This is an optimization exercise on Yosys and OpenROAD, whose aim is small area, not a production implementation. No activity file was given, so power comes from the tool's default toggle rates.

==> flow/design.v (excerpt) <==
module sgd_top (
    input  wire        clk,
    input  wire        rst_n,
    input  wire        start,
    input  wire [15:0] mini_batch_size,
    input  wire [15:0] number_of_samples,
    input  wire [15:0] number_of_epochs,
    input  wire [4:0]  step_shift,
    input  wire [31:0] sample_features,
    input  wire [31:0] sample_label,
    input  wire        sample_valid,
    output wire        sample_ready,
    output wire [31:0] x_out_data,
    output wire        x_out_valid,
    input  wire        x_out_ready,
    output wire        x_out_last,
    output wire        done
);
Size: about 160 I/O pins, ~16,000 um^2 of cells after synthesis.
Settings: LEC_CHECK=0, CAP_MARGIN=20, CORE_MARGIN=2, CORE_UTILIZATION=80, SLEW_MARGIN=20; clock period 10.0 ns.
standard.sh (not shown) runs the stock make flow with config.mk's settings and CLKGATE_MAP_FILE= SYNTH_SCRIPT=/design/flow/synth_recipe.tcl, a recipe that flattens the netlist after the stock synthesis.
==> flow/flow/run.sh <==
#!/bin/bash
# The standard layout (standard.sh), with three changes:
#  - synthesis maps the logic with an area-oriented ABC script, and skips
#    the quick ABC pass before the full adders are extracted;
#  - ports are buffered with the smallest buffer;
#  - the clock tree uses small buffers and no dummy loads.
set -euo pipefail
W="$(cd "$(dirname "$0")/.." && pwd)"
cd "$W"
export FLOW_WORK="$W"
export FLOW_ABC_SCRIPT="$W/flow/abc_area.script"
bash standard.sh \
  SYNTH_SCRIPT="$W/flow/synth_area.tcl" SYNTH_ARGS=-noabc \
  BUFFER_PORTS_ARGS="-buffer_cell sky130_fd_sc_hd__buf_1" \
  CTS_ARGS="-sink_clustering_enable -repair_clock_nets -dont_use_dummy_load -buf_list sky130_fd_sc_hd__clkbuf_4 -sink_clustering_size 10 -sink_clustering_max_diameter 30" \
  finish > "$W/flow_make.log" 2>&1
==> flow/flow/abc_area.script <==
&get -n
&st
&dch
&nf -a
&st
&syn2
&if -g -K 6
&synch2
&nf -a
&st
&dch
&nf -a
&put
topo
stime -c
==> flow/flow/synth_area.tcl <==
# The standard synthesis (synth_recipe.tcl), with ABC's mapping of the
# logic aimed at area (abc_area.script beside this file) instead of delay.
# Registers, their names and their cells are those of the standard synthesis.
proc abc {args} {
  set i [lsearch -exact $args -script]
  if {$i >= 0} {
    lset args [expr {$i + 1}] $::env(FLOW_ABC_SCRIPT)
  }
  yosys abc {*}$args
}
source $::env(FLOW_WORK)/synth_recipe.tcl
Next try:
--- a/flow/flow/run.sh
+++ b/flow/flow/run.sh
@@ -14,3 +14,3 @@
   BUFFER_PORTS_ARGS="-buffer_cell sky130_fd_sc_hd__buf_1" \
-  CTS_ARGS="-sink_clustering_enable -repair_clock_nets -dont_use_dummy_load -buf_list sky130_fd_sc_hd__clkbuf_4 -sink_clustering_size 10 -sink_clustering_max_diameter 30" \
+  CTS_ARGS="-sink_clustering_enable -repair_clock_nets -dont_use_dummy_load -buf_list sky130_fd_sc_hd__clkbuf_4 -sink_clustering_size 12 -sink_clustering_max_diameter 30" \
   finish > "$W/flow_make.log" 2>&1
Settings changed: CORE_UTILIZATION 80 to 65.
=> The changed run finished clean; power came out lower by about 0.36%; clock skew came out lower by 0.023 ns; die area came out higher by 22%; first-iteration DRC count came out lower by about 11%; cell area came out higher by 0.61%; clock power came out higher by about 1%; global-route usage came out lower by 11 points; sequential share of layout area came out lower by 0.37 points; register-to-register slack gets better by 0.14 ns; non-clock buffer count stays the same.
No functional check of the RTL was part of any run of this note.

---

sgd_top, a different RTL version from the one above (not shown whole).
For scale: roughly 460 flip-flops, about 160 I/O pins, roughly 16,000 um2 of cells after synthesis.
Settings: LEC_CHECK=0, CAP_MARGIN=20, CORE_MARGIN=2, CORE_UTILIZATION=80, SLEW_MARGIN=20; clock period 10.0 ns.
==> flow/flow/run.sh <==
#!/bin/bash
# The standard layout (standard.sh), with three changes:
#  - synthesis maps the logic with an area-oriented ABC script, and skips
#    the quick ABC pass before the full adders are extracted;
#  - ports are buffered with the smallest buffer;
#  - the clock tree uses small buffers and no dummy loads.
set -euo pipefail
W="$(cd "$(dirname "$0")/.." && pwd)"
cd "$W"
export FLOW_WORK="$W"
export FLOW_ABC_SCRIPT="$W/flow/abc_area.script"
bash standard.sh \
  SYNTH_SCRIPT="$W/flow/synth_area.tcl" SYNTH_ARGS=-noabc \
  BUFFER_PORTS_ARGS="-buffer_cell sky130_fd_sc_hd__buf_1" \
  CTS_ARGS="-sink_clustering_enable -repair_clock_nets -dont_use_dummy_load -buf_list sky130_fd_sc_hd__clkbuf_4 -sink_clustering_size 10 -sink_clustering_max_diameter 30" \
  finish > "$W/flow_make.log" 2>&1
==> flow/flow/abc_area.script <==
&get -n
&st
&syn2
&dch -f
&nf -a -F 20 -A 20 -E 100
&put
mfs2 -a
&get -n
&st
&dch -f
&nf -a -F 20 -A 20 -E 100
&put
topo
stime -c
Scripts as last shown in full above: flow/flow/synth_area.tcl
The first run finished with timing, DRC and antenna clean.
Next try:
--- a/flow/flow/run.sh
+++ b/flow/flow/run.sh
@@ -13,4 +13,4 @@
   SYNTH_SCRIPT="$W/flow/synth_area.tcl" SYNTH_ARGS=-noabc \
   BUFFER_PORTS_ARGS="-buffer_cell sky130_fd_sc_hd__buf_1" \
-  CTS_ARGS="-sink_clustering_enable -repair_clock_nets -dont_use_dummy_load -buf_list sky130_fd_sc_hd__clkbuf_4 -sink_clustering_size 10 -sink_clustering_max_diameter 30" \
+  CTS_ARGS="-sink_clustering_enable -repair_clock_nets -dont_use_dummy_load -buf_list sky130_fd_sc_hd__clkbuf_4 -sink_clustering_size 12 -sink_clustering_max_diameter 30" \
   finish > "$W/flow_make.log" 2>&1
--- a/flow/config.mk
+++ b/flow/config.mk
@@ -8,4 +8,4 @@
 export CAP_MARGIN = 20
 export CORE_MARGIN = 2
-export CORE_UTILIZATION = 80
+export CORE_UTILIZATION = 65
 export SLEW_MARGIN = 20
- The new run completed without violations
- hold slack degrades by 0.048 ns
- clock power is higher by a few percent
- total power stays flat
- cell area grows slightly
- synthesized area stays the same
Next try:
==> flow/flow/abc_area.script (replaced) <==
&get -n
&st
&dch
&nf -a
&st
&syn2
&if -g -K 6
&synch2
&nf -a
&st
&dch
&nf -a
&put
topo
stime -c
--- a/flow/config.mk
+++ b/flow/config.mk
@@ -6,6 +6,6 @@
 export NUM_CORES = 4
 export LEC_CHECK = 0
-export CAP_MARGIN = 20
+export CAP_MARGIN = 5
 export CORE_MARGIN = 2
 export CORE_UTILIZATION = 65
-export SLEW_MARGIN = 20
+export SLEW_MARGIN = 5
Effect:
- synthesized cell count climbs slightly
- final cell count climbs slightly
- synthesized area climbs slightly
- wire length climbs by a few percent
Next try:
--- a/flow/config.mk
+++ b/flow/config.mk
@@ -6,6 +6,6 @@
 export NUM_CORES = 4
 export LEC_CHECK = 0
-export CAP_MARGIN = 5
+export CAP_MARGIN = 20
 export CORE_MARGIN = 2
 export CORE_UTILIZATION = 65
-export SLEW_MARGIN = 5
+export SLEW_MARGIN = 20
After rerunning:
- via count hardly moves
- clock-buffer cell count does not change
- routed wire length hardly moves
- non-clock buffer count does not change
- synthesized cell count does not change
- register-to-register slack improved by 0.07 ns
- global-route usage stays the same
- die area does not change
- power is about the same
- final cell count does not change
Function was not checked in any run of this note: the RTL went through the layout flow alone.

-- what the ideal ports hide --
The results above use ideal ports. As a check the final layouts listed here were re-extracted and re-timed, cells and wires unchanged. Step 1 assumes that a clkbuf_16 drives the clock port and a buf_2 every other input. Step 2 adds t to the input delays and takes it off the output delays; t is the mean of the earliest and latest rising clock arrival at the registers after step 1. Input paths then give back, and output paths get back, about the clock's delay inside the block. Slacks: no drivers / after step 1 / after step 2; pairs: no drivers / after step 1.
run	shift t [ns]	setup slack, ns	worst hold slack (ns)	worst register clock-pin slew, ns	worst data-port slew with drivers (ns)
the first run of note 1	0.708	3.279 / 3.279 / 3.223	0.255 / 0.255 / 0.255	0.12 / 0.12	0.08
the second run of note 1	0.722	3.415 / 3.415 / 3.326	0.250 / 0.250 / 0.250	0.11 / 0.11	0.08
the first run of note 2	0.717	3.497 / 3.497 / 3.460	0.284 / 0.284 / 0.284	0.10 / 0.10	0.08
the second run of note 2	0.693	3.526 / 3.526 / 3.400	0.236 / 0.236 / 0.236	0.12 / 0.12	0.08
the third run of note 2	0.696	3.080 / 3.080 / 3.080	0.270 / 0.270 / 0.270	0.12 / 0.12	0.06
the fourth run of note 2	0.701	3.151 / 3.151 / 3.151	0.273 / 0.273 / 0.273	0.12 / 0.12	0.06
After both steps every run listed still meets setup and hold. For the second run of note 2, which loses most, drivers alone change the setup slack by 0.000 ns; drivers and shift together by -0.126 ns.
